Context: an optimization exercise on an open-source flow, tuned for small area. The choices shown serve that exercise and are no tape-out recipe. Where RTL was checked, it was by simulation tests only, not by an equivalence proof against the original. For runs 4 to 6, only the layout was checked, not whether the RTL still works. No activity file was given, so power comes from the tool's default toggle rates. The clock port is modelled as an ideal driver; clocking choices that lean on that would not hold on a real chip.

==> flow/flow/run.sh <==
#!/bin/bash
# Layout flow: the standard flow (standard.sh, all ORFS steps unchanged)
# run with a copy of ORFS's scripts folder in which only abc_area.script is
# replaced by flow/abc_area.script, an area-oriented ABC mapping script.
# Synthesis is otherwise the standard one (same Yosys passes, same register
# mapping and names); only the combinational mapping differs.
set -euo pipefail
here=$(pwd)
rm -rf "$here/orfs_scripts"
cp -r "$FLOW_HOME/scripts" "$here/orfs_scripts"
cp "$here/flow/abc_area.script" "$here/orfs_scripts/abc_area.script"
bash "$here/standard.sh" "SCRIPTS_DIR=$here/orfs_scripts" ABC_AREA=1 finish > "$here/standard_make.log" 2>&1
==> flow/flow/abc_area.script <==
&get -n
&st
&dch
&nf -R 1000 -F 8 -A 4 -C 32
&put
==> flow/standard.sh <==
#!/bin/bash
# synth_recipe.tcl (not shown) runs the flow's synth.tcl, then flattens the netlist and writes it again
# the make line also repeats each setting of config.mk as NAME=value (left out here)
make -C /OpenROAD-flow-scripts/flow DESIGN_CONFIG=/design/flow/config.mk WORK_HOME=/design/flow/orfs CLKGATE_MAP_FILE= SYNTH_SCRIPT=/design/flow/synth_recipe.tcl "${@:-finish}"
==> flow/config.mk <==
export PLATFORM = sky130hd
export DESIGN_NAME = glyph_rain_engine
export DESIGN_NICKNAME = glyph_rain_engine
export VERILOG_FILES = /design/flow/design.v
export SDC_FILE = /design/flow/constraint.sdc
export NUM_CORES = 8
export LEC_CHECK = 0
export ABC_AREA = 1
export CAP_MARGIN = 0
export CORE_MARGIN = 2
export CORE_UTILIZATION = 65
export CTS_BUF_LIST = sky130_fd_sc_hd__clkbuf_16
export CTS_CLUSTER_DIAMETER = 100
export CTS_CLUSTER_SIZE = 28
export PLACE_DENSITY = 0.7
export SLEW_MARGIN = 0
==> flow/constraint.sdc <==
create_clock -name core_clock -period 15.0 [get_ports {clk}]
set_input_delay 3.0000 -clock core_clock [delete_from_list [all_inputs] [get_ports {clk}]]
set_output_delay 3.0000 -clock core_clock [all_outputs]
set_load 0.01 [all_outputs]
==> flow/design.v <==
package glyph_rain_pkg;
    localparam int HEAD_W  = 7;
    localparam int STEP_W  = 2;
    localparam int SPEED_W = 2;
    localparam int TRAIL_W = 4;
    localparam int SEED_W  = 6;
    localparam logic [15:0] LFSR_SEED = 16'hACE1;
    localparam logic [15:0] LFSR_TAPS = 16'hB400;
    localparam logic [SPEED_W-1:0] RESET_SPEED = 2'd1;
    localparam logic [TRAIL_W-1:0] RESET_TRAIL = 4'd4;
    localparam logic [TRAIL_W-1:0] MIN_TRAIL   = 4'd4;
    localparam logic ST_IDLE = 1'b0;
    localparam logic ST_WALK = 1'b1;
endpackage
import glyph_rain_pkg::*;
module glyph_rain_column_state
#(
    parameter int NUM_COLS = 80,
    parameter int W        = 19
) (
    input  logic         clk,
    input  logic [6:0]   rd_slot,     
    output logic [W-1:0] rd_data,
    output logic [W-1:0] head_data,   
    input  logic [W-1:0] tail_data    
);
    logic [W-1:0] ring [NUM_COLS];
    always_ff @(posedge clk) begin
        for (int i = 0; i < NUM_COLS - 1; i++)
            ring[i] <= ring[i + 1];
        ring[NUM_COLS - 1] <= tail_data;
    end
    assign head_data = ring[0];
    always_comb begin
        rd_data = '0;
        for (int i = 0; i < NUM_COLS; i++)
            rd_data = rd_data | (ring[i] & {W{rd_slot == 7'(i)}});
    end
endmodule
import glyph_rain_pkg::*;
module glyph_rain_engine
#(
    parameter int NUM_COLS   = 80,
    parameter int NUM_ROWS   = 40,
    parameter int GLYPH_H    = 12,
    parameter int NUM_GLYPHS = 51
) (
    input  logic        clk,
    input  logic        reset,
    input  logic        frame_tick,
    input  logic        pause,
    input  logic [1:0]  palette_sel,
    input  logic        display_on,
    input  logic [10:0] hpos,
    input  logic [9:0]  vpos,
    output logic [5:0]  glyph_index,
    output logic [2:0]  glyph_x,
    output logic [3:0]  glyph_y,
    input  logic        glyph_pixel,
    output logic [5:0]  rgb,
    output logic        busy,
    output logic        overrun
);
    function automatic logic [5:0] palette_lookup(input logic [1:0] sel, input logic [2:0] idx);
        logic [5:0] c;
        case ({sel, idx})
            5'd0:  c = 6'h04; 5'd1:  c = 6'h04; 5'd2:  c = 6'h08; 5'd3:  c = 6'h08;
            5'd4:  c = 6'h0C; 5'd5:  c = 6'h0C; 5'd6:  c = 6'h1D; 5'd7:  c = 6'h2E;
            5'd8:  c = 6'h10; 5'd9:  c = 6'h10; 5'd10: c = 6'h20; 5'd11: c = 6'h24;
            5'd12: c = 6'h30; 5'd13: c = 6'h34; 5'd14: c = 6'h38; 5'd15: c = 6'h3C;
            5'd16: c = 6'h01; 5'd17: c = 6'h01; 5'd18: c = 6'h02; 5'd19: c = 6'h05;
            5'd20: c = 6'h06; 5'd21: c = 6'h0A; 5'd22: c = 6'h0F; 5'd23: c = 6'h1F;
            5'd24: c = 6'h15; 5'd25: c = 6'h15; 5'd26: c = 6'h15; 5'd27: c = 6'h2A;
            5'd28: c = 6'h2A; 5'd29: c = 6'h2A; 5'd30: c = 6'h2A; default: c = 6'h2A;
        endcase
        palette_lookup = c;
    endfunction
    function automatic logic [15:0] lfsr_next(input logic [15:0] cur);
        lfsr_next = {1'b0, cur[15:1]} ^ (cur[0] ? LFSR_TAPS : 16'h0000);
    endfunction
    localparam int W = 18;
    function automatic logic hc_ext(input logic [5:0] hc);
        hc_ext = (hc >= 6'd51);
    endfunction
    function automatic logic [5:0] dec_head(input logic [5:0] hc, input logic [1:0] sc_hi);
        dec_head = hc_ext(hc) ? {~hc[3:0], sc_hi} : hc;
    endfunction
    function automatic logic [3:0] dec_ss(input logic [5:0] hc, input logic [2:0] sc);
        if (hc_ext(hc))
            dec_ss = sc[0] ? 4'b1111 : 4'b1110;
        else if (sc[2])
            dec_ss = {sc[1:0], 2'b00};
        else begin
            case (sc[1:0])
                2'd0:    dec_ss = 4'b0101;
                2'd1:    dec_ss = 4'b1001;
                2'd2:    dec_ss = 4'b1010;
                default: dec_ss = 4'b1101;
            endcase
        end
    endfunction
    function automatic logic [8:0] enc_hs(input logic [5:0] head, input logic [1:0] spd, input logic [1:0] rem);
        if (rem == 2'd0)
            enc_hs = {head, 1'b1, spd};
        else if (spd == 2'd3 && rem != 2'd1)
            enc_hs = {2'b11, ~head[5:2], head[1:0], rem[0]};
        else begin
            case ({spd, rem})
                4'b0101: enc_hs = {head, 3'd0};
                4'b1001: enc_hs = {head, 3'd1};
                4'b1010: enc_hs = {head, 3'd2};
                default: enc_hs = {head, 3'd3};
            endcase
        end
    endfunction
    function automatic logic [W-1:0] col_update(input logic [W-1:0] cur, input logic [4:0] rnd);
        logic [5:0] h;
        logic [2:0] tr;
        logic [5:0] sd;
        logic [1:0] spd, rem;
        h  = dec_head(cur[17:12], cur[11:10]);
        {spd, rem} = dec_ss(cur[17:12], cur[11:9]);
        tr = cur[8:6];
        sd = cur[5:0];
        if (rem == 2'd0) begin
            sd = (sd == 6'd50) ? 6'd0 : sd + 6'd1;
            if (h == 6'd43 + {3'b000, tr}) begin
                h   = 6'd0;
                spd = rnd[1:0];
                tr  = rnd[4:2];
            end else begin
                h   = h + 6'd1;
            end
            rem = spd;
        end else begin
            rem = rem - 2'd1;
        end
        col_update = {enc_hs(h, spd, rem), tr, sd};
    endfunction
    logic [6:0]  kn;         
    logic [6:0]  ph;         
    logic        pw;         
    logic        owe;        
    logic        fresh;      
    logic [15:0] lfsr;       
    logic        go;
    logic        ph_end;
    assign go     = frame_tick && !pause;
    assign ph_end = (ph == 7'(NUM_COLS - 1));
    always_ff @(posedge clk or posedge reset) begin
        if (reset) begin
            busy    <= 1'b0;
            kn      <= '0;
            overrun <= 1'b0;
            ph      <= '0;
            pw      <= 1'b0;
            owe     <= 1'b0;
            fresh   <= 1'b1;
            lfsr    <= LFSR_SEED;
        end else begin
            if (busy) begin
                if (go) overrun <= 1'b1;
                if (kn == 7'(NUM_COLS - 1)) begin
                    busy <= 1'b0;
                    kn   <= '0;
                end else begin
                    kn <= kn + 7'd1;
                end
            end else if (go) begin
                busy <= 1'b1;
            end
            ph <= ph_end ? 7'd0 : ph + 7'd1;
            if (ph_end) begin
                pw  <= owe || (!busy && go);
                owe <= 1'b0;
                if (pw) fresh <= 1'b0;
            end else if (!busy && go) begin
                owe <= 1'b1;
            end
            if (pw) lfsr <= lfsr_next(lfsr);
        end
    end
    logic [7:0]   s1_col;
    logic [6:0]   cp;           
    logic [6:0]   slot;
    logic [7:0]   slot_d;
    logic [W-1:0] rd_data;
    logic [W-1:0] ring_head;
    logic [W-1:0] ring_tail;
    logic [W-1:0] phys_cur;
    assign s1_col = hpos[10:3];
    assign cp     = (s1_col < 8'(NUM_COLS)) ? s1_col[6:0] : 7'd0;
    assign slot_d = {1'b0, cp} - {1'b0, ph};
    assign slot   = slot_d[7] ? slot_d[6:0] + 7'(NUM_COLS) : slot_d[6:0];
    glyph_rain_column_state #(
        .NUM_COLS (NUM_COLS),
        .W        (W)
    ) u_cols (
        .clk       (clk),
        .rd_slot   (slot),
        .rd_data   (rd_data),
        .head_data (ring_head),
        .tail_data (ring_tail)
    );
    function automatic logic [W-1:0] col_reset(input logic [6:0] c);
        logic [6:0] h;
        h = (c >= 7'(NUM_ROWS)) ? c - 7'(NUM_ROWS) : c;
        col_reset = {h[5:0], 3'd0, 3'd0, 6'd0};
    endfunction
    assign phys_cur  = fresh ? col_reset(ph) : ring_head;
    assign ring_tail = pw ? col_update(phys_cur, lfsr[4:0]) : ring_head;
    logic [7:0]  q;
    logic [6:0]  row;
    logic [1:0]  r3;
    logic        cp_lt_ph, cp_lt_kn, pend, cfresh;
    logic [5:0]  ch;
    logic [2:0]  ctr;
    logic [5:0]  csd;
    logic        cz;
    logic [6:0]  pdist;
    logic [6:0]  pdm1;
    logic        vis;
    always_comb begin
        logic [1:0] r;
        logic [2:0] t;
        q = vpos[9:2];
        r = 2'd0;
        row = '0;
        for (int i = 7; i >= 0; i--) begin
            t = {r, q[i]};
            if (t >= 3'd3) begin
                r = 2'(t - 3'd3);
                if (i < 7) row[i] = 1'b1;
            end else begin
                r = t[1:0];
            end
        end
        r3 = r;
    end
    assign cp_lt_ph = cp < ph;
    assign cp_lt_kn = cp < kn;
    assign cfresh   = fresh && !(pw && cp_lt_ph);
    assign pend     = (pw && !cp_lt_ph && (owe || !busy || cp_lt_kn)) ||
                      (owe && (!busy || cp_lt_kn));
    logic inc, resp;
    always_comb begin
        logic [W-1:0] base;
        base = cfresh ? col_reset(cp) : rd_data;
        ch   = dec_head(base[17:12], base[11:10]);
        ctr  = base[8:6];
        csd  = base[5:0];
        cz   = !hc_ext(base[17:12]) && base[11];
    end
    assign inc  = pend && cz;
    assign resp = inc && (ch == 6'd43 + {3'b000, ctr});
    function automatic logic [7:0] rotl(input logic [7:0] x, input int k);
        rotl = (x << k) | (x >> (8 - k));
    endfunction
    function automatic logic [15:0] csa(input logic [7:0] a, input logic [7:0] b, input logic [7:0] c);
        logic [7:0] s, k;
        s = a ^ b ^ c;
        k = (a & b) | (a & c) | (b & c);
        csa = {rotl(k, 1), s};
    endfunction
    logic [5:0] gidx;
    always_comb begin
        logic [7:0] r8, ncol, u0, u1, t0, t1;
        logic [8:0] sum;
        logic [5:0] c;
        logic [6:0] y;
        r8   = {1'b0, row};
        ncol = ~s1_col;
        {u1, u0} = csa(rotl(s1_col, 3), ncol, rotl(r8, 6));
        {t1, t0} = csa(u0, u1, {2'b00, csd});
        sum = {1'b0, t0} + {1'b0, t1} + {8'd0, inc};
        case ({sum[7:6], sum[8]})
            3'b000: c = 6'd0;  3'b001: c = 6'd1;
            3'b010: c = 6'd13; 3'b011: c = 6'd14;
            3'b100: c = 6'd26; 3'b101: c = 6'd27;
            3'b110: c = 6'd39; default: c = 6'd40;
        endcase
        y = {1'b0, sum[5:0]} + {1'b0, c};
        if (y >= 7'd102)     gidx = 6'(y - 7'd102);
        else if (y >= 7'd51) gidx = 6'(y - 7'd51);
        else                 gidx = y[5:0];
    end
    logic [6:0] rowm1, pd0, pd1;
    assign rowm1 = row - 7'd1;
    assign pd0   = {1'b0, ch} - row;
    assign pd1   = {1'b0, ch} - rowm1;
    assign pdist = resp ? 7'd0 - row : (inc ? pd1 : pd0);
    assign pdm1 = pdist - 7'd1;
    assign vis     = display_on && (s1_col < 8'(NUM_COLS)) && (vpos < 10'(NUM_ROWS * GLYPH_H));
    logic [1:0] s2_cls;
    logic [2:0] s2_idx;
    always_ff @(posedge clk or posedge reset) begin
        if (reset) begin
            glyph_index <= '0;
            glyph_x     <= '0;
            glyph_y     <= '0;
            s2_cls      <= '0;
        end else begin
            glyph_index <= gidx;
            glyph_x     <= hpos[2:0];
            glyph_y     <= {r3, vpos[1:0]};
            if (!vis)
                s2_cls <= 2'd0;
            else if (pdist == 7'd0)
                s2_cls <= 2'd1;
            else if (pdist <= 7'd4 + {4'b0000, ctr})
                s2_cls <= 2'd2;
            else
                s2_cls <= 2'd0;
        end
    end
    always_ff @(posedge clk) begin
        s2_idx <= 3'd7 - ((pdm1 > 7'd7) ? 3'd7 : pdm1[2:0]);
    end
    always_ff @(posedge clk or posedge reset) begin
        if (reset)
            rgb <= '0;
        else if (!glyph_pixel)
            rgb <= '0;
        else if (s2_cls == 2'd1)
            rgb <= 6'h3F;
        else if (s2_cls == 2'd2)
            rgb <= palette_lookup(palette_sel, s2_idx);
        else
            rgb <= '0;
    end
endmodule
==> results of run 1 <==
## state kept, by name, summed over array words and instances (netlist names), 2 cells and up
name,flops
u_cols.ring,1440
s2_cls,2
rgb,6
glyph_index,6
glyph_x,3
s2_idx,3
glyph_y,4
lfsr,16
ph,7
kn,7
## cells in the final DEF (no fill, tap or decap), drive strengths merged, types with 7 or more instances in the layout
master / instances
a21o: 13
a21oi: 72
a221oi: 41
a222oi: 219
a22o: 38
a22oi: 231
and3: 7
buf: 138
clkbuf: 59
clkdlybuf4s50: 49
clkinv: 95
dfrtp: 47
dfstp: 9
dfxtp: 1443
fa: 22
ha: 73
mux2: 17
mux2i: 11
nand2: 203
nand2b: 9
nand3: 53
nand4: 122
nor2: 160
nor2b: 12
nor3: 21
nor4: 21
o211ai: 9
o21a: 7
o21ai: 50
o2bb2ai: 8
o41ai: 7
xnor2: 48
xor2: 32
## critical path: cells and delay by family
kind,cells,cell delay [ns]
AO/OA/AOI/OAI,13,3.85
XOR/XNOR,3,0.58
adder cells (fa/ha/maj),9,2.67
buffers and inverters,8,1.59
multiplexers,1,0.34
AND/OR/NAND/NOR,14,2.26
## power breakdown
part / switching (mW) / total [mW] / internal [mW]
sequential: 0.0277 / 4.06 / 4.03
combinational: 1.06 / 2.03 / 0.962
clock: 1.14 / 1.85 / 0.716
total: 2.23 / 7.94 / 5.71
## cell families (layout without fill, tap and decap cells)
kind of cell	Yosys count	count (layout)	synth area share (%)
AOI/OAI and AO/OA	742	742	14.22
xor gates and xnor gates	80	80	1.675
adders and majority gates	96	96	3.261
buffers and inverters	91	346	0.8167
DFF	1499	1499	72.45
muxes	28	28	0.7210
other	0	1	0
and+or+nand+nor	617	617	6.863
## worst max path at each step
| stage | startpoint | end | depth (start not counted) |
|---|---|---|---|
| final | hpos[7] | glyph_index[3]$_DFF_PP0_ | 48 |
| after detailed placement | hpos[7] | glyph_index[3]$_DFF_PP0_ | 48 |
| after CTS | hpos[9] | glyph_index[3]$_DFF_PP0_ | 48 |
| after global placement | hpos[9] | glyph_index[4]$_DFF_PP0_ | 48 |
| after floorplan | vpos[8] | glyph_index[4]$_DFF_PP0_ | 50 |
| after global routing | hpos[7] | glyph_index[4]$_DFF_PP0_ | 48 |
## area by class of cell
class / count / area [um2]
inverters: 91 / 341.6
well taps: 846 / 1059
fillers: 4259 / 17280
flip-flops and latches: 1499 / 30300
multi-input cells: 1563 / 11240
diodes: 1 / 2.502
repair buffers: 187 / 1524
clock buffers: 59 / 1476
clock inverters: 9 / 93.84
## per-stage QoR
stage	power (mW)	worst slack (ns)	hold WS, ns	instance area, um2
finish	7.942	1.209	0.3087	46040
CTS	7.958	1.373	0.3316	46030
floorplan	5.436	1.870	0.3096	41830
global route	8.319	0.2637	0.3243	46030
detailed placement	6.171	0.7501	0.3121	44460
global placement	6.124	0.2525	0.3096	44460
## per-layer routing
| layer | vias up | GRT usage [%] | share of wire [%] |
|---|---|---|---|
| li1 | 12340 | - | - |
| met1 | 13370 | 44.23 | 44 |
| met2 | 1025 | 47.99 | 45 |
| met3 | 169 | 4.437 | 7.1 |
| met4 | 0 | 11.46 | 3.8 |
| met5 | - | 0 | 0 |
==> metrics.md, run 1 <==
| Metric | Value |
|---|---|
| Slowest stage delay, CP | 0.87 ns |
| Core Area | 63310 um2 |
| First-pass GRT wire length | 158.3 mm |
| Hold path startpoint | u_cols.ring[78][7]$_DFF_P_ |
| Startpoint Class | input pin |
| Cell Pwr Density | 172.5 nW/um2 |
| CTS tree | yes |
| Sequential area share after synthesis | 72.45% |
| Nature of the critical path endpoint | flop |
| Final hold violation count | 0 |
| Placed Cells | 4186 |
| Final slew viol count | 0 |
| Clk sinks | 1499 |
| RSZ-0062 raised after global routing | false |
| Root Buffer | clkbuf_16 |
| DR vias/cell | 6.322 |
| Slew HR | 16.89% |
| Required @ worst endpoint | 15.54 ns |
| Layout Skew | 0.05095 ns |
| Routability cong. | 0.9193 |
| EDFF count, synth | 0 |
| Yosys cell types | 57 |
| Initial antenna violation count | 5 |
| R2R depth | 43 |
| Cells after Synth | 3153 |
| Crit path max fanout | 15 |
| WS Path Type | input pin to flop |
| Clock transition at path regs | 0.10 ns |
| CTS Hold Bufs | 0 |
| Area contributors post-synth | dfxtp_1, a222oi_1, a22oi_1, dfrtp_1, ha_1 |
| Worst R2R End | glyph_index[3]$_DFF_PP0_ |
| Setup TNS | 0 ns |
| Tmin final | 13.79 ns |
| Synth warnings | 3 |
| Largest net degree at the start of global routing | 57 |
| Longest Clk Path Bufs | 3 |
| Reg2reg start | ph[1]$_DFF_PP0_ |
| Worst Max-Slew Pin Slew | 1.242 ns |
| WL/cell | 24.51 um |
| Worst hold path type | flop to flop |
| Min-Delay Endpoint | u_cols.ring[77][7]$_DFF_P_ |
| Die H | 257.7 um |
| Post-Synthesis Cell Area | 41830 um2 |
| Slowest cell on crit path | o41ai_1 |
| Synth Flop Type | dfxtp_1 |
| Layout cells sized above 1 | 6.749% |
| Post-Route Utilization | 72.71% |
| R2R Setup Slk | 4.04 ns |
| IO Pins | 50 |
| Total grt overflow | 0 |
| Die ar. | 66390 um2 |
| Yosys top cell by area | dfxtp_1 |
| FF+latch count, synth | 1499 |
| Vias in the first global route | 26360 |
| Yosys top cell area share | 69.07% |
| Most frequent cell after synthesis | dfxtp_1 |
| Worst VDD drop | 0.0002686 V |
| Setup Viol. Count Final | 0 |
| Antenna-violating nets left | 0 |
| Routed WL | 104.3 mm |
| DRT iter0 DRCs | 3673 |
| Row count | 92 |
| Most frequent cells after synthesis | dfxtp_1, a22oi_1, a222oi_1, nand2_1, nor2_1 |
| Via count | 26900 |
| Clock buffer count from CTS | 59 |
| Status | timing/DRC/antenna clean |
| Fmax | 72.51 MHz |
| Synth Net Count | 3277 |
| Hold depth | 0 |
| PostCTS Resize Cnt | 0 |
| CTS H-tree lvls | 2 |
| Layout area overhead | 10.07% |
| Nets | 3525 |
| Max Cap Viol | 0 |
| Leak | 17.79 nW |
| Clk latency of the worst-skew pair | 0.71 ns |
| Critical path arrival | 14.33 ns |
| Die span in x | 257.7 um |
| Synthesized area per cell | 13.27 um2 |
| Number of port buffers | 49 |
| Total global-route track usage | 30.84% |
| Final worst-path cycle share | 91.94% |
| Asr flop ratio synth | 3.736% |
| Post-CTS setup buffers | 0 |
| Finished Layout Cells | 4255 |
| Initial DRT Pass Iterations | 9 |
| DRC | 0 |
| Dpl hpwl | 75.45 mm |
| Initial cell density of the core | 66.06% |
==> inputs of run 2 (changes only) <==
==> flow/flow/run.sh (replaced) <==
#!/bin/bash
# Layout flow: the standard flow (standard.sh, all ORFS steps) with:
#  - a copy of ORFS's scripts folder in which only abc_area.script is
#    replaced by flow/abc_area.script, an area-oriented ABC mapping script
#    (synthesis is otherwise the standard one: same Yosys passes, same
#    register mapping and names; only the combinational mapping differs);
#  - port buffers of the smallest buffer cell;
#  - clock tree synthesis without dummy loads.
set -euo pipefail
here=$(pwd)
rm -rf "$here/orfs_scripts"
cp -r "$FLOW_HOME/scripts" "$here/orfs_scripts"
cp "$here/flow/abc_area.script" "$here/orfs_scripts/abc_area.script"
bash "$here/standard.sh" \
  "SCRIPTS_DIR=$here/orfs_scripts" \
  ABC_AREA=1 \
  "BUFFER_PORTS_ARGS=-buffer_cell sky130_fd_sc_hd__buf_1" \
  "CTS_ARGS=-sink_clustering_enable -repair_clock_nets -dont_use_dummy_load -sink_clustering_size 34 -sink_clustering_max_diameter 100 -buf_list sky130_fd_sc_hd__clkbuf_16" \
  finish > "$here/standard_make.log" 2>&1
--- a/flow/config.mk
+++ b/flow/config.mk
@@ -9,8 +9,5 @@
 export CAP_MARGIN = 0
 export CORE_MARGIN = 2
 export CORE_UTILIZATION = 65
-export CTS_BUF_LIST = sky130_fd_sc_hd__clkbuf_16
-export CTS_CLUSTER_DIAMETER = 100
-export CTS_CLUSTER_SIZE = 28
 export PLACE_DENSITY = 0.7
 export SLEW_MARGIN = 0
==> metrics.md, run 2 <==
| Metric | Value |
|---|---|
| Status | timing/DRC/antenna clean |
| Worst VDD drop | 0.0003408 V (+27%) |
| Row count | 92 (unchanged) |
| Clk sinks | 1499 (unchanged) |
| Synth Net Count | 3277 (unchanged) |
| Tmin final | 13.84 ns (+0.05150 ns) |
| Crit path max fanout | 8 (-7) |
| Setup TNS | 0 ns (unchanged) |
| Required @ worst endpoint | 15.50 ns (-0.04 ns) |
| Hold depth | 0 (unchanged) |
| Synthesized area per cell | 13.27 um2 (unchanged) |
| Routability cong. | 0.9223 (+0.33%) |
| Most frequent cell after synthesis | dfxtp_1 |
| Max Cap Viol | 0 (unchanged) |
| Antenna-violating nets left | 0 (unchanged) |
| Routed WL | 103.6 mm (-0.72%) |
| Die span in x | 257.7 um (unchanged) |
| Die ar. | 66390 um2 (unchanged) |
| Worst Max-Slew Pin Slew | 1.227 ns (-0.01488 ns) |
| Longest Clk Path Bufs | 3 (unchanged) |
| Regs by FF count | u_cols.ring (1440), lfsr (16) |
| Post-Route Utilization | 71.30% (-1.4 points) |
| Clock buffer count from CTS | 50 (-15%) |
| Critical path arrival | 14.34 ns (about the same) |
| Synth warnings | 3 (unchanged) |
| Leak | 17.32 nW (-2.6%) |
| FF+latch count, synth | 1499 (unchanged) |
| Most frequent cells after synthesis | dfxtp_1, a22oi_1, a222oi_1, nand2_1, nor2_1 |
| Top reg by flops | u_cols.ring |
| CTS Hold Bufs | 0 (unchanged) |
| DRC | 0 (unchanged) |
| Initial DRT Pass Iterations | 10 (+1) |
| Clock transition at path regs | 0.11 ns (about the same) |
| Yosys top cell area share | 69.07% (unchanged) |
| Dpl hpwl | 74.20 mm (-1.7%) |
| IO Pins | 50 (unchanged) |
| First-pass GRT wire length | 158.7 mm (+0.25%) |
| Max reg flops | 1440 (unchanged) |
| Cells after Synth | 3153 (unchanged) |
| DRT iter0 DRCs | 3502 (-4.7%) |
| WS Path Type | input pin to flop |
| Slowest stage delay, CP | 0.49 ns (-0.38 ns) |
| Post-CTS setup buffers | 0 (unchanged) |
| CTS tree | yes |
| Synth Flop Type | dfxtp_1 |
| Nets | 3480 (-1.3%) |
| CP most frequent cell | ha_1 |
| Post-Synthesis Cell Area | 41830 um2 (unchanged) |
| EDFF count, synth | 0 (unchanged) |
| Total global-route track usage | 30.82% (about the same) |
| Vias in the first global route | 26110 (-0.98%) |
| Final slew viol count | 0 (unchanged) |
| Clk latency of the worst-skew pair | 0.65 ns (-0.06 ns) |
| CTS H-tree lvls | 2 (unchanged) |
| PostCTS Resize Cnt | 0 (unchanged) |
| Total grt overflow | 0 (unchanged) |
| Yosys cell types | 57 (unchanged) |
| Via count | 26710 (-0.68%) |
| Fmax | 72.24 MHz (-0.37%) |
| Sequential area share after synthesis | 72.45% (unchanged) |
| Nature of the critical path endpoint | flop |
| Slew HR | 17.12% (+0.23 points) |
| Commonest non-fill, non-tap cell in the layout | dfxtp_1 |
| Root Buffer | clkbuf_16 |
| Pwr Total | 7.628 mW (-4.0%) |
| Area contributors post-synth | dfxtp_1, a222oi_1, a22oi_1, dfrtp_1, ha_1 |
| RSZ-0062 raised after global routing | false |
| Core Area | 63310 um2 (unchanged) |
| DR vias/cell | 6.359 (+0.59%) |
| Layout Skew | 0.08538 ns (+0.03444 ns) |
| Slowest cell on crit path | a21oi_1 |
| Most frequent cells in the layout | dfxtp_1, a22oi_1, a222oi_1 |
| Die H | 257.7 um (unchanged) |
| Largest net degree at the start of global routing | 57 (unchanged) |
| Startpoint Class | input pin |
| Setup Viol. Count Final | 0 (unchanged) |
| Yosys top cell by area | dfxtp_1 |
| Asr flop ratio synth | 3.736% (unchanged) |
| Cell Pwr Density | 169.0 nW/um2 (-2.1%) |
| Number of port buffers | 49 (unchanged) |
| WL/cell | 24.65 um (+0.56%) |
| Initial antenna violation count | 6 (+1) |
| Final worst-path cycle share | 92.29% (+0.34 points) |
| Initial cell density of the core | 66.06% (unchanged) |
| Final hold violation count | 0 (unchanged) |
| Worst hold path type | flop to flop |
| Layout cells sized above 1 | 5.426% (-1.3 points) |
| R2R depth | 44 (+2.3%) |
| Layout area overhead | 7.930% |
## run 2: worst max-delay path, delay by kind of cell
family / cells / cell delay [ns]
buffers and inverters: 9 / 1.34
AO/OA/AOI/OAI: 20 / 4.45
XOR/XNOR: 7 / 1.57
adder cells (fa/ha/maj): 12 / 2.90
AND/OR/NAND/NOR: 6 / 1.02
## run 2: final timing paths
path / startpoint / endpoint / slack [ns]
setup reg to reg: ph[1]$_DFF_PP0_ / glyph_index[3]$_DFF_PP0_ / 4.06
setup / recovery: vpos[8] / glyph_index[3]$_DFF_PP0_ / 1.16
max in group asynchronous: reset / lfsr[8]$_DFFE_PP0P_ / 11.92
min in group asynchronous: reset / overrun$_DFFE_PP0P_ / 2.57
hold reg to reg: u_cols.ring[8][14]$_DFF_P_ / u_cols.ring[7][14]$_DFF_P_ / 0.30
hold / removal: u_cols.ring[8][14]$_DFF_P_ / u_cols.ring[7][14]$_DFF_P_ / 0.30
## run 2: area by class of cell
class / instances / area, um2
Clock buffer: 50 / 1251
Sequential cell: 1499 / 30300
Multi-Input combinational cell: 1563 / 11240
Inverter: 91 / 341.6
Timing Repair Buffer: 151 / 949.7
Antenna cell: 1 / 2.502
Fill cell: 4384 / 18170
Tap cell: 846 / 1059
## run 2: routing by layer
| metal | vias to the layer above | track usage [%] | wire length [um] |
|---|---|---|---|
| met3 | 164 | 4.338 | 7600 |
| met4 | 2 | 9.618 | 3367 |
| met1 | 13320 | 45.01 | 45760 |
| met5 | - | 0 | 13 |
| li1 | 12220 | - | - |
| met2 | 1008 | 47.95 | 46820 |
## run 2: kinds of logic (layout without fill, tap and decap cells)
| family | count (synthesis) | count (layout) | share of synthesized area [%] |
|---|---|---|---|
| multiplexers | 28 | 28 | 0.7210 |
| flip-flops | 1499 | 1499 | 72.45 |
| AO/OA/AOI/OAI | 742 | 742 | 14.22 |
| XOR/XNOR | 80 | 80 | 1.675 |
| buffers and inverters | 91 | 292 | 0.8167 |
| AND/OR/NAND/NOR | 617 | 617 | 6.863 |
| adder cells (fa/ha/maj) | 96 | 96 | 3.261 |
| other | 0 | 1 | 0 |
## run 2: metrics by stage
step                      worst slack [ns]  hold WS [ns]  cells  cell area [um2]
after global routing                0.3060        0.3010   4200            45140
final                                1.157        0.2963   4201            45140
after floorplan                      1.870        0.3096   3153            41830
after detailed placement            0.6761        0.3121   4150            43890
after global placement              0.8320        0.3097   4150            43890
after CTS                            1.288        0.2996   4200            45140
## run 2: where the power goes
group	switching, mW	total (mW)	internal (mW)
combinational	1.06	1.87	0.817
sequential	0.0306	4.07	4.04
clock	1.08	1.69	0.606
==> inputs of run 3 (changes only) <==
--- a/flow/flow/run.sh
+++ b/flow/flow/run.sh
@@ -15,5 +15,5 @@
   "SCRIPTS_DIR=$here/orfs_scripts" \
   ABC_AREA=1 \
   "BUFFER_PORTS_ARGS=-buffer_cell sky130_fd_sc_hd__buf_1" \
-  "CTS_ARGS=-sink_clustering_enable -repair_clock_nets -dont_use_dummy_load -sink_clustering_size 34 -sink_clustering_max_diameter 100 -buf_list sky130_fd_sc_hd__clkbuf_16" \
+  "CTS_ARGS=-sink_clustering_enable -repair_clock_nets -dont_use_dummy_load -sink_clustering_size 28 -sink_clustering_max_diameter 100 -buf_list sky130_fd_sc_hd__clkbuf_16" \
   finish > "$here/standard_make.log" 2>&1
==> metrics.md, run 3 <==
| Metric | Value |
|---|---|
| Storage cell area | 30300 um2 (unchanged) |
| Post-Route Utilization | 71.66% (+0.36 points) |
| Slew HR | 15.51% (-1.6 points) |
| PostCTS Resize Cnt | 0 (unchanged) |
| EDFF count, synth | 0 (unchanged) |
| Layout cells sized above 1 | 5.679% (+0.25 points) |
| Routed WL | 103.8 mm (+0.19%) |
| Longest Clk Path Bufs | 3 (unchanged) |
| Total grt overflow | 0 (unchanged) |
| Routability cong. | 0.9223 (unchanged) |
| WL/cell | 24.64 um (about the same) |
| Initial antenna violation count | 6 (unchanged) |
| Asr flop ratio synth | 3.736% (unchanged) |
| IO Pins | 50 (unchanged) |
| Cells after Synth | 3153 (unchanged) |
| Final worst-path cycle share | 91.82% (-0.46 points) |
| Commonest non-fill, non-tap cell in the layout | dfxtp_1 |
| Status | timing/DRC/antenna clean |
| Synth Flop Type | dfxtp_1 |
| Most frequent cells after synthesis | dfxtp_1, a22oi_1, a222oi_1, nand2_1, nor2_1 |
| Cell area after layout | 45370 um2 (+0.50%) |
| Top reg by flops | u_cols.ring |
| Int Power | 5.556 mW (+1.8%) |
| Reg2reg start | ph[1]$_DFF_PP0_ |
| WS Path Type | input pin to flop |
| Root Buffer | clkbuf_16 |
| Setup Viol. Count Final | 0 (unchanged) |
| Layout area overhead | 8.475% |
| Switching pwr | 2.191 mW (+1.1%) |
| CP most frequent cell | ha_1 |
| Crit path max fanout | 8 (unchanged) |
| Most frequent cell after synthesis | dfxtp_1 |
| Total global-route track usage | 30.85% (+0.034 points) |
| Via count | 26550 (-0.61%) |
| Cell Pwr Density | 170.8 nW/um2 (+1.1%) |
| Yosys top cell area share | 69.07% (unchanged) |
| Synth Net Count | 3277 (unchanged) |
| Yosys cell types | 57 (unchanged) |
| Die H | 257.7 um (unchanged) |
| Flop pwr share | 52.5% (-0.8 points) |
| Startpoint Class | input pin |
| Antenna-violating nets left | 0 (unchanged) |
| Core Area | 63310 um2 (unchanged) |
| Die ar. | 66390 um2 (unchanged) |
| Die span in x | 257.7 um (unchanged) |
| Worst Max-Slew Pin Slew | 1.256 ns (+0.02855 ns) |
| Tmin final | 13.77 ns (-0.06958 ns) |
| Post-Synthesis Cell Area | 41830 um2 (unchanged) |
| Max reg flops | 1440 (unchanged) |
| Multi-input combinational cell area | 11240 um2 (unchanged) |
| Hold depth | 0 (unchanged) |
| Leak | 17.43 nW (+0.64%) |
| Nets | 3489 (+0.26%) |
| RSZ-0062 raised after global routing | false |
| Largest net degree at the start of global routing | 57 (unchanged) |
| Initial DRT Pass Iterations | 9 (-1) |
| Setup slack after layout | 1.227 ns (+0.06958 ns) |
| Sequential area share after synthesis | 72.45% (unchanged) |
| Fmax | 72.60 MHz (+0.51%) |
| Clock buffer count from CTS | 59 (+18%) |
| Clock power frac | 23.3% (+1.2 points) |
| Filler instances | 4357 (-0.62%) |
| Max Cap Viol | 0 (unchanged) |
| Clk sinks | 1499 (unchanged) |
| Vias in the first global route | 26150 (+0.18%) |
| DR vias/cell | 6.305 (-0.84%) |
| Yosys top cell by area | dfxtp_1 |
| Layout Skew | 0.06867 ns (-0.01671 ns) |
| Critical path arrival | 14.32 ns (-0.02 ns) |
| CTS H-tree lvls | 2 (unchanged) |
| First-pass GRT wire length | 158.8 mm (about the same) |
| Number of port buffers | 49 (unchanged) |
| Slowest stage delay, CP | 0.49 ns (about the same) |
| DRC | 0 (unchanged) |
| CTS tree | yes |
| Final slew viol count | 0 (unchanged) |
| DRT iter0 DRCs | 3215 (-8.2%) |
| Hold path startpoint | u_cols.ring[73][8]$_DFF_P_ |
| Placed cell areas | 43890 um2 (unchanged) |
| Synth warnings | 3 (unchanged) |
| Final hold violation count | 0 (unchanged) |
| Dpl hpwl | 74.20 mm (unchanged) |
| CTS Hold Bufs | 0 (unchanged) |
| Sw Share | 28.29% (-0.14 points) |
| Worst hold path type | flop to flop |
| Synthesized area per cell | 13.27 um2 (unchanged) |
| Clock transition at path regs | 0.10 ns (about the same) |
| Initial cell density of the core | 66.06% (unchanged) |
| R2R depth | 42 (-4.5%) |
| Slowest cell on crit path | a21oi_1 |
| Regs by FF count | u_cols.ring (1440), lfsr (16) |
| Post-CTS setup buffers | 0 (unchanged) |
| Worst VDD drop | 0.0003424 V (+0.49%) |
| Worst Setup SP | vpos[8] |
| Clk latency of the worst-skew pair | 0.68 ns (+0.03 ns) |
| Combinational Power Share | 24.2% (-0.4 points) |
| Area contributors post-synth | dfxtp_1, a222oi_1, a22oi_1, dfrtp_1, ha_1 |
| Required @ worst endpoint | 15.54 ns (+0.04 ns) |
| Most frequent cells in the layout | dfxtp_1, a22oi_1, a222oi_1 |
| Dpl ws | 0.6761 ns (unchanged) |
| Nature of the critical path endpoint | flop |
| Row count | 92 (unchanged) |
| Setup TNS | 0 ns (unchanged) |
| FF+latch count, synth | 1499 (unchanged) |
-- run 3: worst paths after layout --
check | end | slack, ns
worst max-delay path | glyph_index[4]$_DFF_PP0_ | 1.23
worst min-delay path | u_cols.ring[72][8]$_DFF_P_ | 0.31
worst max register to register | glyph_index[4]$_DFF_PP0_ | 3.97
worst min register to register | u_cols.ring[72][8]$_DFF_P_ | 0.31
max in group asynchronous | ph[5]$_DFF_PP0_ | 11.96
min in group asynchronous | overrun$_DFFE_PP0P_ | 2.55
-- run 3: critical path: cells and delay by family --
| kind | cells | cell delay, ns |
|---|---|---|
| adders and majority gates | 12 | 2.91 |
| buffers and inverters | 8 | 1.18 |
| AOI/OAI and AO/OA | 21 | 4.60 |
| xor gates and xnor gates | 7 | 1.56 |
| and+or+nand+nor | 6 | 1.02 |
-- run 3: per-layer routing --
metal	vias to the layer above	routed length, um	track usage, %
met4	0	2947	8.960
met3	151	7168	4.054
met5	-	0	0
met2	946	47170	48.27
li1	12240	-	-
met1	13210	46470	45.29
-- run 3: layout make-up --
cell class	count	area share, %
Antenna cell	2	0.01103
Tap cell	846	2.333
Clock buffer	59	3.254
Multi-Input combinational cell	1563	24.77
Sequential cell	1499	66.79
Timing Repair Buffer	151	2.093
Inverter	91	0.7529
-- run 3: kinds of logic (layout without fill, tap and decap cells) --
| kind of cell | after synthesis | after routing | share of synthesized area [%] |
|---|---|---|---|
| adder cells (fa/ha/maj) | 96 | 96 | 3.261 |
| buffers and inverters | 91 | 301 | 0.8167 |
| XOR/XNOR | 80 | 80 | 1.675 |
| multiplexers | 28 | 28 | 0.7210 |
| AND/OR/NAND/NOR | 617 | 617 | 6.863 |
| flip-flops | 1499 | 1499 | 72.45 |
| other | 0 | 2 | 0 |
| AO/OA/AOI/OAI | 742 | 742 | 14.22 |
-- run 3: power by group through the flow --
stage          logic [mW]  clock network (mW)  registers, mW
6_report             1.87                1.81           4.07
5_1_grt              2.11                1.97           4.07
4_1_cts              1.87                1.83           4.07
3_5_place_dp         1.86                   0           4.16
3_3_place_gp         1.83                   0           4.16
2_1_floorplan        1.28                   0           4.15
-- run 3: through the flow --
stage	power (mW)	hold slack (ns)	std cells
finish	7.747	0.3137	4211
global route	8.146	0.3161	4209
CTS	7.764	0.3008	4209
detailed placement	6.016	0.3121	4150
global placement	5.983	0.3097	4150
floorplan	5.436	0.3096	3153
==> inputs of run 4 (changes only) <==
--- a/flow/design.v
+++ b/flow/design.v
@@ -31,11 +31,34 @@
         ring[NUM_COLS - 1] <= tail_data;
     end
     assign head_data = ring[0];
+    localparam int NG = (NUM_COLS + 2) / 3;
+    logic [NUM_COLS-1:0] sel;
+    logic [W-1:0]        grp [NG];
     always_comb begin
-        rd_data = '0;
         for (int i = 0; i < NUM_COLS; i++)
-            rd_data = rd_data | (ring[i] & {W{rd_slot == 7'(i)}});
+            sel[i] = (rd_slot == 7'(i));
+        for (int g = 0; g < NG; g++) begin
+            grp[g] = '0;
+            for (int k = 0; k < 3; k++)
+                if (3 * g + k < NUM_COLS)
+                    grp[g] = grp[g] | (ring[3 * g + k] & {W{sel[3 * g + k]}});
+        end
     end
+    logic [W-1:0] lvl [6][NG];
+    always_comb begin
+        int n;
+        for (int g = 0; g < NG; g++) lvl[0][g] = grp[g];
+        n = NG;
+        for (int l = 1; l < 6; l++) begin
+            for (int g = 0; g < NG; g++) begin
+                if (2 * g + 1 < n)      lvl[l][g] = lvl[l-1][2*g] | lvl[l-1][2*g+1];
+                else if (2 * g < n)     lvl[l][g] = lvl[l-1][2*g];
+                else                    lvl[l][g] = '0;
+            end
+            n = (n + 1) / 2;
+        end
+    end
+    assign rd_data = lvl[5][0];
 endmodule
 import glyph_rain_pkg::*;
 module glyph_rain_engine
==> metrics.md, run 4 <==
| Metric | Value |
|---|---|
| Root Buffer | clkbuf_16 |
| Most frequent cells after synthesis | dfxtp_1, a222oi_1, nor2_1, nand4_1, clkinv_1 |
| CTS H-tree lvls | 2 (unchanged) |
| Fmax | 71.24 MHz (-1.9%) |
| Critical path arrival | 14.52 ns (+0.20 ns) |
| Synth Flop Type | dfxtp_1 |
| Post-CTS setup buffers | 0 (unchanged) |
| Sequential area share after synthesis | 73.52% (+1.1 points) |
| Synth warnings | 5 (+2) |
| Die span in x | 255.8 um (-0.72%) |
| Longest Clk Path Bufs | 3 (unchanged) |
| Worst Max-Slew Pin Slew | 1.395 ns (+0.1390 ns) |
| First-pass GRT wire length | 145.1 mm (-8.6%) |
| Yosys top cell area share | 70.09% (+1.0 points) |
| Core Area | 62850 um2 (-0.73%) |
| Final hold violation count | 0 (unchanged) |
| Number of port buffers | 49 (unchanged) |
| Clock power frac | 22.1% (-1.2 points) |
| Nature of the critical path endpoint | flop |
| Crit path max fanout | 17 (+9) |
| Nets | 3276 (-6.1%) |
| Worst Setup SP | hpos[7] |
| Clk sinks | 1499 (unchanged) |
| FF+latch count, synth | 1499 (unchanged) |
| Slowest cell on crit path | nor3_1 |
| Placed Cells | 3930 (-5.3%) |
| Worst R2R End | glyph_index[4]$_DFF_PP0_ |
| Max Cap Viol | 0 (unchanged) |
| CP most frequent cell | nand2_1 |
| Reg2reg start | ph[2]$_DFF_PP0_ |
| Top reg by flops | u_cols.ring |
| Layout area overhead | 8.066% |
| Setup Viol. Count Final | 0 (unchanged) |
| Worst VDD drop | 0.0005019 V (+47%) |
| Int Power | 5.677 mW (+2.2%) |
| Commonest non-fill, non-tap cell in the layout | dfxtp_1 |
| Layout cells sized above 1 | 4.739% (-0.94 points) |
| Area contributors post-synth | dfxtp_1, a222oi_1, dfrtp_1, ha_1, nand4_1 |
| Initial cell density of the core | 65.58% (-0.49 points) |
| Clock transition at path regs | 0.09 ns (about the same) |
| DRT iter0 DRCs | 3771 (+17%) |
| Final slew viol count | 0 (unchanged) |
| Synth Net Count | 3090 (-5.7%) |
| Worst hold path type | flop to flop |
| Cell Pwr Density | 183.9 nW/um2 (+7.7%) |
| Combinational Power Share | 28.5% (+4.3 points) |
| DRC | 0 (unchanged) |
| Switching pwr | 2.513 mW (+15%) |
| Required @ worst endpoint | 15.48 ns (-0.06 ns) |
| Asr flop ratio synth | 3.736% (unchanged) |
| Die H | 255.8 um (-0.72%) |
| Slowest stage delay, CP | 0.65 ns (+0.16 ns) |
| Synthesized area per cell | 13.92 um2 (+5.0%) |
| Slew HR | 6.673% (-8.8 points) |
| Layout Skew | 0.06602 ns (-0.002653 ns) |
| CTS tree | yes |
| Setup TNS | 0 ns (unchanged) |
| Cells after Synth | 2960 (-6.1%) |
| Row count | 92 (unchanged) |
| Yosys top cell by area | dfxtp_1 |
| Pwr Total | 8.191 mW (+5.7%) |
| Most frequent cell after synthesis | dfxtp_1 |
| IO Pins | 50 (unchanged) |
| R2R Setup Slk | 3.71 ns (-0.26 ns) |
| Die ar. | 65440 um2 (-1.4%) |
| Final worst-path cycle share | 93.58% (+1.8 points) |
| PostCTS Resize Cnt | 0 (unchanged) |
| Post-Synthesis Cell Area | 41220 um2 (-1.5%) |
| EDFF count, synth | 0 (unchanged) |
| Regs by FF count | u_cols.ring (1440), lfsr (16) |
| Largest net degree at the start of global routing | 58 (+1.8%) |
| Setup slack after layout | 0.9627 ns (-0.2641 ns) |
| Post-Route Utilization | 70.87% (-0.79 points) |
| Via count | 25590 (-3.6%) |
| CTS Hold Bufs | 0 (unchanged) |
| Startpoint Class | input pin |
| Sw Share | 30.68% (+2.4 points) |
| Dpl hpwl | 66.70 mm (-10%) |
| Dpl ws | 0.5509 ns (-0.1252 ns) |
| Clock buffer count from CTS | 60 (+1.7%) |
| Tmin final | 14.04 ns (+0.2641 ns) |
| Status | timing/DRC/antenna clean |
| Initial antenna violation count | 9 (+3) |
| Storage cell area | 30300 um2 (about the same) |
| Filler instances | 4382 (+0.57%) |
| WL/cell | 23.55 um (-4.4%) |
| Critical path endpoint | glyph_index[4]$_DFF_PP0_ |
| Total global-route track usage | 28.16% (-2.7 points) |
| Multi-input combinational cell area | 10550 um2 (-6.1%) |
| DR vias/cell | 6.411 (+1.7%) |
| RSZ-0062 raised after global routing | false |
| Leak | 16.99 nW (-2.6%) |
| WS Path Type | input pin to flop |
| Antenna-violating nets left | 0 (unchanged) |
| Routability cong. | 0.9296 (+0.79%) |
| Vias in the first global route | 24750 (-5.4%) |
| Most frequent cells in the layout | dfxtp_1, a222oi_1, nor2_1 |
| R2R depth | 45 (+7.1%) |
| Clk latency of the worst-skew pair | 0.67 ns (about the same) |
| Routed WL | 94.02 mm (-9.4%) |
| Initial DRT Pass Iterations | 10 (+1) |
| Flop pwr share | 49.4% (-3.1 points) |
| Yosys cell types | 50 (-12%) |
| Finished Layout Cells | 3992 (-5.2%) |
| Total grt overflow | 0 (unchanged) |
| Max reg flops | 1440 (unchanged) |
==> run 4: power groups by stage <==
stage	Combinational, mW	Clock (mW)	Sequential (mW)
after floorplan	1.73	0	4.14
after detailed placement	2.30	0	4.14
final	2.33	1.81	4.05
after global placement	2.11	0	4.14
after CTS	2.30	1.85	4.05
after global routing	2.57	1.99	4.05
==> run 4: final cells by class <==
| class | count | share of cell area, % |
|---|---|---|
| Sequential cell | 1499 | 68.03 |
| Multi-Input combinational cell | 1360 | 23.68 |
| Clock buffer | 60 | 3.371 |
| Tap cell | 846 | 2.377 |
| Timing Repair Buffer | 124 | 1.677 |
| Inverter | 101 | 0.8512 |
| Antenna cell | 2 | 0.01124 |
==> run 4: stage by stage <==
stage / hold slack (ns) / instance area, um2
floorplan: 0.3096 / 41220
global placement: 0.3100 / 43030
detailed placement: 0.3121 / 43030
CTS: 0.3076 / 44540
global route: 0.3015 / 44540
finish: 0.2997 / 44540
==> run 4: worst min path at each step <==
stage | slack, ns | depth (start not counted) | start | endpoint
detailed placement | 0.31 | 0 | u_cols.ring[15][9]$_DFF_P_ | u_cols.ring[14][9]$_DFF_P_
global placement | 0.31 | 0 | u_cols.ring[46][9]$_DFF_P_ | u_cols.ring[45][9]$_DFF_P_
finish | 0.30 | 0 | u_cols.ring[70][9]$_DFF_P_ | u_cols.ring[69][9]$_DFF_P_
global route | 0.30 | 0 | u_cols.ring[40][8]$_DFF_P_ | u_cols.ring[39][8]$_DFF_P_
CTS | 0.31 | 0 | u_cols.ring[70][9]$_DFF_P_ | u_cols.ring[69][9]$_DFF_P_
floorplan | 0.31 | 0 | u_cols.ring[1][9]$_DFF_P_ | u_cols.ring[0][9]$_DFF_P_
==> run 4: kinds of logic after synthesis <==
logic type / Yosys count / share of synthesized area, %
XOR/XNOR: 78 / 1.658
flip-flops: 1499 / 73.52
AO/OA/AOI/OAI: 654 / 13.87
multiplexers: 23 / 0.5980
adder cells (fa/ha/maj): 102 / 3.491
buffers and inverters: 101 / 0.9198
AND/OR/NAND/NOR: 503 / 5.944
==> run 4: layer usage <==
| layer | share of wire, % | vias up | global-route usage, % |
|---|---|---|---|
| li1 | - | 11820 | - |
| met1 | 46 | 12660 | 42.11 |
| met2 | 44 | 976 | 42.68 |
| met3 | 6.6 | 131 | 3.664 |
| met4 | 3.1 | 2 | 9.389 |
| met5 | 0.013 | - | 0 |
==> run 4: worst max-delay path: cells and delay by family <==
| family | cells | cell delay (ns) |
|---|---|---|
| adder cells (fa/ha/maj) | 8 | 2.69 |
| buffers and inverters | 7 | 0.86 |
| AND/OR/NAND/NOR | 21 | 4.74 |
| XOR/XNOR | 4 | 0.85 |
| AO/OA/AOI/OAI | 8 | 2.35 |
==> inputs of run 5 (changes only) <==
--- a/flow/config.mk
+++ b/flow/config.mk
@@ -8,6 +8,6 @@
 export ABC_AREA = 1
 export CAP_MARGIN = 0
 export CORE_MARGIN = 2
-export CORE_UTILIZATION = 65
-export PLACE_DENSITY = 0.7
+export CORE_UTILIZATION = 75
+export PLACE_DENSITY = 0.8
 export SLEW_MARGIN = 0
==> metrics.md, run 5 <==
| Metric | Value |
|---|---|
| WS Path Type | input pin to flop |
| Post-Synthesis Cell Area | 41220 um2 (unchanged) |
| Setup slack after layout | 0.8947 ns (-0.06795 ns) |
| Clk latency of the worst-skew pair | 0.69 ns (+0.02 ns) |
| WP depth | 47 (-2.1%) |
| PostCTS Resize Cnt | 0 (unchanged) |
| Critical path arrival | 14.59 ns (+0.07 ns) |
| Cell area after layout | 44320 um2 (-0.49%) |
| Synthesized area per cell | 13.92 um2 (unchanged) |
| Critical path buffers and inverters | 7 (unchanged) |
| Hold depth | 0 (unchanged) |
| Routability cong. | 0.9199 (-1.0%) |
| Longest Clk Path Bufs | 3 (unchanged) |
| Synth Flop Type | dfxtp_1 |
| Cells after Synth | 2960 (unchanged) |
| Final hold violation count | 0 (unchanged) |
| Routed WL | 101.7 mm (+8.2%) |
| Largest net degree at the start of global routing | 57 (-1.7%) |
| Number of port buffers | 49 (unchanged) |
| Pwr Total | 8.112 mW (-0.96%) |
| Commonest non-fill, non-tap cell in the layout | dfxtp_1 |
| Most frequent cells in the layout | dfxtp_1, a222oi_1, nor2_1 |
| Slew HR | 12.44% (+5.8 points) |
| Synth warnings | 5 (unchanged) |
| Clock buffer count from CTS | 59 (-1.7%) |
| Post-CTS setup buffers | 0 (unchanged) |
| Most frequent cells after synthesis | dfxtp_1, a222oi_1, nor2_1, nand4_1, clkinv_1 |
| Leak | 16.97 nW (about the same) |
| CP top delay family | simple AND/OR/NAND/NOR gates |
| Asr flop ratio synth | 3.736% (unchanged) |
| Synth Net Count | 3090 (unchanged) |
| Multi-input combinational cell area | 10550 um2 (unchanged) |
| Finished Layout Cells | 3840 (-3.8%) |
| Vias in the first global route | 26170 (+5.8%) |
| Met2 global-route usage | 56.41% (+14 points) |
| Sequential area share after synthesis | 73.52% (unchanged) |
| Required @ worst endpoint | 15.48 ns (about the same) |
| Placed Cells | 3779 (-3.8%) |
| Layout cells sized above 1 | 4.742% (about the same) |
| Storage cell area | 30300 um2 (unchanged) |
| Filler instances | 2890 (-34%) |
| Worst hold slack | 0.2855 ns (-0.01421 ns) |
| Dpl ws | 0.3050 ns (-0.2459 ns) |
| EDFF count, synth | 0 (unchanged) |
| CTS H-tree lvls | 2 (unchanged) |
| Total global-route track usage | 35.40% (+7.2 points) |
| Crit path max fanout | 16 (-1) |
| Yosys top cell area share | 70.09% (unchanged) |
| Sw Share | 30.54% (-0.14 points) |
| CTS tree | yes |
| DR vias/cell | 6.972 (+8.8%) |
| Int Power | 5.635 mW (-0.75%) |
| DRC | 0 (unchanged) |
| Slowest cell on crit path | a222oi_1 |
| RSZ-0062 raised after global routing | false |
| Die ar. | 56850 um2 (-13%) |
| Setup TNS | 0 ns (unchanged) |
| Nets | 3274 (-0.061%) |
| Row count | 85 (-7.6%) |
| Final worst-path cycle share | 94.04% (+0.45 points) |
| Worst hold path type | flop to flop |
| Worst VDD drop | 0.0005092 V (+1.5%) |
| Area contributors post-synth | dfxtp_1, a222oi_1, dfrtp_1, ha_1, nand4_1 |
| Layout Skew | 0.08846 ns (+0.02244 ns) |
| Initial antenna violation count | 8 (-1) |
| Yosys top cell by area | dfxtp_1 |
| Dpl hpwl | 69.28 mm (+3.9%) |
| Top reg by flops | u_cols.ring |
| CTS Hold Bufs | 0 (unchanged) |
| Startpoint Class | input pin |
| Max Cap Viol | 0 (unchanged) |
| Clk sinks | 1499 (unchanged) |
| Flop pwr share | 49.9% (+0.5 points) |
| R2R depth | 45 (unchanged) |
| Max reg flops | 1440 (unchanged) |
| Regs by FF count | u_cols.ring (1440), lfsr (16) |
| Antenna-violating nets left | 0 (unchanged) |
| Nature of the critical path endpoint | flop |
| Met3 usage | 4.998% (+1.3 points) |
| Status | timing/DRC/antenna clean |
| Layout area overhead | 7.532% |
| Worst Max-Slew Pin Slew | 1.309 ns (-0.08619 ns) |
| Initial cell density of the core | 76.29% (+11 points) |
| Die H | 238.4 um (-6.8%) |
| IO Pins | 50 (unchanged) |
| Clock power frac | 22.4% (+0.3 points) |
| Via count | 26770 (+4.6%) |
| First-pass GRT wire length | 154.9 mm (+6.7%) |
| Placed cell areas | 42830 um2 (-0.46%) |
| Yosys cell types | 50 (unchanged) |
| Clock transition at path regs | 0.10 ns (about the same) |
| DRT iter0 DRCs | 4544 (+20%) |
| Switching pwr | 2.477 mW (-1.4%) |
| WL/cell | 26.49 um (+12%) |
| Core Area | 54030 um2 (-14%) |
| Post-Route Utilization | 82.03% (+11 points) |
| Slowest stage delay, CP | 0.57 ns (-0.08 ns) |
| Total grt overflow | 0 (unchanged) |
| Most frequent cell after synthesis | dfxtp_1 |
| R2R Setup Slk | 3.50 ns (-0.21 ns) |
| Setup Viol. Count Final | 0 (unchanged) |
| Die span in x | 238.4 um (-6.8%) |
| Final slew viol count | 0 (unchanged) |
| Tmin final | 14.11 ns (+0.06795 ns) |
| Root Buffer | clkbuf_16 |
| Initial DRT Pass Iterations | 12 (+2) |
| Met1 GRT Util | 49.38% (+7.3 points) |
| Cell Pwr Density | 183.0 nW/um2 (-0.47%) |
| Top Usage Layer GRT | met2 |
| Fmax | 70.90 MHz (-0.48%) |
| FF+latch count, synth | 1499 (unchanged) |
| Combinational Power Share | 27.7% (-0.8 points) |
## run 5: cell counts after synthesis
Identical to the previous run, type by type.
## run 5: power by group through the flow
stage,Sequential [mW],Combinational [mW],Clock (mW)
finish,4.05,2.25,1.82
detailed placement,4.14,2.20,0
global placement,4.14,2.09,0
floorplan,4.14,1.73,0
global route,4.05,2.49,1.95
CTS,4.05,2.22,1.82
## run 5: metal layers
metal	share of wire [%]	wire length [um]	up-vias
li1	-	-	11800
met1	41	41520	13250
met2	46	47140	1493
met3	8.9	9009	220
met4	4.0	4026	6
met5	0.038	39	-
## run 5: cell families (layout without fill, tap and decap cells)
family                     count (synthesis)  after routing  synth area share, %
muxes                                     23             23               0.5980
and+or+nand+nor                          503            503                5.944
buffers and inverters                    101            283               0.9198
xor gates and xnor gates                  78             78                1.658
DFF                                     1499           1499                73.52
other                                      0              2                    0
adders and majority gates                102            102                3.491
AOI/OAI and AO/OA                        654            654                13.87
## run 5: layout make-up
cell class	instances	area share, %
Timing Repair Buffer	123	1.668
Antenna cell	2	0.01129
Inverter	101	0.8554
Multi-Input combinational cell	1360	23.80
Clock buffer	59	3.331
Tap cell	696	1.965
Sequential cell	1499	68.37
## run 5: final timing paths
check / startpoint / end
max reg2reg: ph[2]$_DFF_PP0_ / glyph_index[5]$_DFF_PP0_
min reg2reg: u_cols.ring[77][4]$_DFF_P_ / u_cols.ring[76][4]$_DFF_P_
max in group asynchronous: reset / fresh$_DFFE_PP1P_
min in group asynchronous: reset / glyph_x[1]$_DFF_PP0_
max: hpos[7] / glyph_index[5]$_DFF_PP0_
min: u_cols.ring[77][4]$_DFF_P_ / u_cols.ring[76][4]$_DFF_P_
==> inputs of run 6 (changes only) <==
--- a/flow/config.mk
+++ b/flow/config.mk
@@ -8,6 +8,6 @@
 export ABC_AREA = 1
 export CAP_MARGIN = 0
 export CORE_MARGIN = 2
-export CORE_UTILIZATION = 75
-export PLACE_DENSITY = 0.8
+export CORE_UTILIZATION = 82
+export PLACE_DENSITY = 0.88
 export SLEW_MARGIN = 0
==> metrics.md, run 6 <==
| Metric | Value |
|---|---|
| Status | complete, but fails checks |
| Layout check faults | capacitance limit, slew limit |
| Final slew viol count | 18 (+18) |
| Antenna-violating nets left | 0 (unchanged) |
| Post-CTS setup buffers | 0 (unchanged) |
| R2R Setup Slk | 3.28 ns (-0.22 ns) |
| Asr flop ratio synth | 3.736% (unchanged) |
| Worst R2R End | glyph_index[4]$_DFF_PP0_ |
| Slowest stage delay, CP | 0.72 ns (+0.15 ns) |
| Synth warnings | 5 (unchanged) |
| Die H | 228.2 um (-4.3%) |
| Die ar. | 52070 um2 (-8.4%) |
| Tmin final | 14.26 ns (+0.1527 ns) |
| WL/cell | 31.70 um (+20%) |
| Setup Viol. Count Final | 0 (unchanged) |
| Layout Skew | 0.08802 ns (-0.0004395 ns) |
| Cells after Synth | 2960 (unchanged) |
| Largest net degree at the start of global routing | 57 (unchanged) |
| IO Pins | 50 (unchanged) |
| CTS tree | yes |
| Adder-cell share of the synthesized area | 3.491% (unchanged) |
| DR vias/cell | 7.613 (+9.2%) |
| WS Path Type | input pin to flop |
| Area contributors post-synth | dfxtp_1, a222oi_1, dfrtp_1, ha_1, nand4_1 |
| Top reg by flops | u_cols.ring |
| Number of port buffers | 49 (unchanged) |
| Slew HR | -3.464% (-16 points) |
| Clock transition at path regs | 0.12 ns (+0.02 ns) |
| EDFF count, synth | 0 (unchanged) |
| Clk latency of the worst-skew pair | 0.71 ns (+0.02 ns) |
| Setup TNS | 0 ns (unchanged) |
| First-pass GRT wire length | 180.5 mm (+17%) |
| Reg2reg start | ph[2]$_DFF_PP0_ |
| CTS Hold Bufs | 0 (unchanged) |
| Met2 global-route usage | 74.42% (+18 points) |
| Compound-cell area share of the yosys netlist | 13.87% (unchanged) |
| Vias in the first global route | 28630 (+9.4%) |
| Min-Delay Endpoint | u_cols.ring[49][12]$_DFF_P_ |
| Core Area | 49860 um2 (-7.7%) |
| FF+latch count, synth | 1499 (unchanged) |
| CTS H-tree lvls | 2 (unchanged) |
| Initial DRT Pass Iterations | 13 (+1) |
| Most frequent cell after synthesis | dfxtp_1 |
| Initial cell density of the core | 82.66% (+6.4 points) |
| Pwr Total | 8.171 mW (+0.73%) |
| Final hold violation count | 0 (unchanged) |
| Synth Area in XOR/XNOR | 1.658% (unchanged) |
| CP top delay family | simple AND/OR/NAND/NOR gates |
| Cell area after layout | 44290 um2 (about the same) |
| Mux contribution to synthesized area | 0.5980% (unchanged) |
| Most frequent cells after synthesis | dfxtp_1, a222oi_1, nor2_1, nand4_1, clkinv_1 |
| Total grt overflow | 0 (unchanged) |
| Initial antenna violation count | 8 (unchanged) |
| Most frequent cells in the layout | dfxtp_1, a222oi_1, nor2_1 |
| Startpoint Class | input pin |
| Leak | 16.96 nW (about the same) |
| Routed WL | 121.0 mm (+19%) |
| Yosys cell types | 50 (unchanged) |
| Root Buffer | clkbuf_16 |
| Synth Flop Type | dfxtp_1 |
| Hold path startpoint | u_cols.ring[50][12]$_DFF_P_ |
| Post-Synthesis Cell Area | 41220 um2 (unchanged) |
| Crit path max fanout | 16 (unchanged) |
| Nature of the critical path endpoint | flop |
| Row count | 82 (-3.5%) |
| Fmax | 70.14 MHz (-1.1%) |
| Commonest non-fill, non-tap cell in the layout | dfxtp_1 |
| Longest Clk Path Bufs | 3 (unchanged) |
| Layout cells sized above 1 | 4.680% (-0.062 points) |
| Clk sinks | 1499 (unchanged) |
| Layout area overhead | 7.462% (about the same) |
| Synthesized area per cell | 13.92 um2 (unchanged) |
| Via count | 29060 (+8.5%) |
| Critical path buffers and inverters | 8 (+1) |
| DRC | 0 (unchanged) |
| Cell Pwr Density | 184.5 nW/um2 (+0.80%) |
| Hold depth | 0 (unchanged) |
| Critical path arrival | 14.77 ns (+0.18 ns) |
| Synth Net Count | 3090 (unchanged) |
| Worst Max-Slew Pin Slew | 1.546 ns (+0.2377 ns) |
| Met1 GRT Util | 56.48% (+7.1 points) |
| Clock buffer count from CTS | 59 (unchanged) |
| Yosys top cell area share | 70.09% (unchanged) |
| Nets | 3273 (-0.031%) |
| Routability cong. | 0.9950 (+8.2%) |
| Largest family of logic cells by synthesized area | compound AO/OA/AOI/OAI gates |
| Final worst-path cycle share | 95.05% (+1.0 points) |
| Sequential area share after synthesis | 73.52% (unchanged) |
| Slowest cell on crit path | nand3_1 |
| Top Usage Layer GRT | met2 |
| CP most frequent cell | nand2_1 |
| Worst VDD drop | 0.0004130 V (-19%) |
| Die span in x | 228.2 um (-4.3%) |
| Worst hold path type | flop to flop |
| Dpl hpwl | 75.82 mm (+9.4%) |
| DRT iter0 DRCs | 6360 (+40%) |
| Total global-route track usage | 45.69% (+10 points) |
| Placed cell areas | 42780 um2 (-0.13%) |
| Required @ worst endpoint | 15.51 ns (+0.03 ns) |
| R2R depth | 43 (-4.4%) |
| Yosys top cell by area | dfxtp_1 |
| Post-synthesis simple-gate area fraction | 5.944% (unchanged) |
| Regs by FF count | u_cols.ring (1440), lfsr (16) |
| Max Cap Viol | 2 (+2) |
| RSZ-0062 raised after global routing | false |
| Met3 usage | 11.14% (+6.1 points) |
| Max reg flops | 1440 (unchanged) |
==> run 6: through the flow <==
step	instances	setup WS (ns)	hold slack, ns	utilization, %
global route	3813	0.1270	0.3076	88.81
finish	3817	0.7420	0.2972	88.83
detailed placement	3753	0.5184	0.3132	85.80
floorplan	2960	2.386	0.3096	-
CTS	3812	0.9876	0.3005	88.76
global placement	3753	1.060	0.3100	85.80
==> run 6: logic make-up after synthesis <==
| family | count (synthesis) |
|---|---|
| AO/OA/AOI/OAI | 654 |
| XOR/XNOR | 78 |
| adder cells (fa/ha/maj) | 102 |
| buffers and inverters | 101 |
| flip-flops | 1499 |
| multiplexers | 23 |
| AND/OR/NAND/NOR | 503 |
==> run 6: power by group <==
part	switching (mW)	leakage (nW)	internal, mW
logic	1.34	3.92	0.924
registers	0.00637	12.3	4.04
clock network	1.15	0.727	0.707
total	2.50	17.0	5.67
==> run 6: how the worst max path moves through the flow <==
stage               startpoint                        to  slack [ns]  depth (start not counted)
floorplan              vpos[8]  glyph_index[4]$_DFF_PP0_        2.39                         47
global placement       hpos[7]  glyph_index[4]$_DFF_PP0_        1.06                         51
detailed placement     hpos[7]  glyph_index[4]$_DFF_PP0_        0.52                         51
CTS                    hpos[7]  glyph_index[4]$_DFF_PP0_        0.99                         51
global route           hpos[7]  glyph_index[4]$_DFF_PP0_        0.13                         49
finish                 hpos[7]  glyph_index[4]$_DFF_PP0_        0.74                         49
==> run 6: layer usage <==
layer,vias to the layer above,share of wire (%)
li1,11810,-
met1,14010,34
met2,2630,47
met3,602,12
met4,8,6.8
met5,-,0.074
==> run 6: final cells by class <==
class / instances / area, um2
antenna: 4 / 10.01
fill: 1914 / 5572
multi-input combinational: 1360 / 10550
tap: 672 / 840.8
clock buffer: 59 / 1476
timing repair buffer: 122 / 732.0
inverter: 101 / 379.1
sequential: 1499 / 30300
==> run 6: timing repair <==
| item | CTS | global route |
|---|---|---|
| endpoints found under the setup margin | 0 | 4 |
| endpoints found under the hold margin | 0 | 0 |
| gates resized for setup | 0 | 1 |

re-timing with driven ports:
How much do the figures lean on ideal ports? The routed layouts below were timed once more, with nothing changed but the port constraints.
Step 1, drivers: a clkbuf_16 drives clk and a buf_2 each remaining input, both assumed.
Step 2 also shifts input and output timing later by t, the mid clock arrival at the registers, as if the neighbouring blocks saw the same clock.
Three values: ideal, step 1, step 2; two values: the first two.
run	t, ns	slack for setup (ns)	clock arrival spread, ns	cell pins on the clock port's net
run 1	0.754	1.209 / 1.244 / 0.491	0.058 / 0.057	1
run 2	0.679	1.157 / 1.204 / 0.524	0.087 / 0.087	1
run 3	0.722	1.227 / 1.276 / 0.555	0.069 / 0.069	1
run 4	0.708	0.963 / 1.009 / 0.302	0.068 / 0.069	1
run 5	0.706	0.895 / 0.933 / 0.227	0.094 / 0.094	1
run 6	0.727	0.742 / 0.780 / 0.053	0.091 / 0.091	1
For run 1, which loses most, drivers alone change the setup slack by +0.035 ns; drivers and shift together by -0.718 ns.
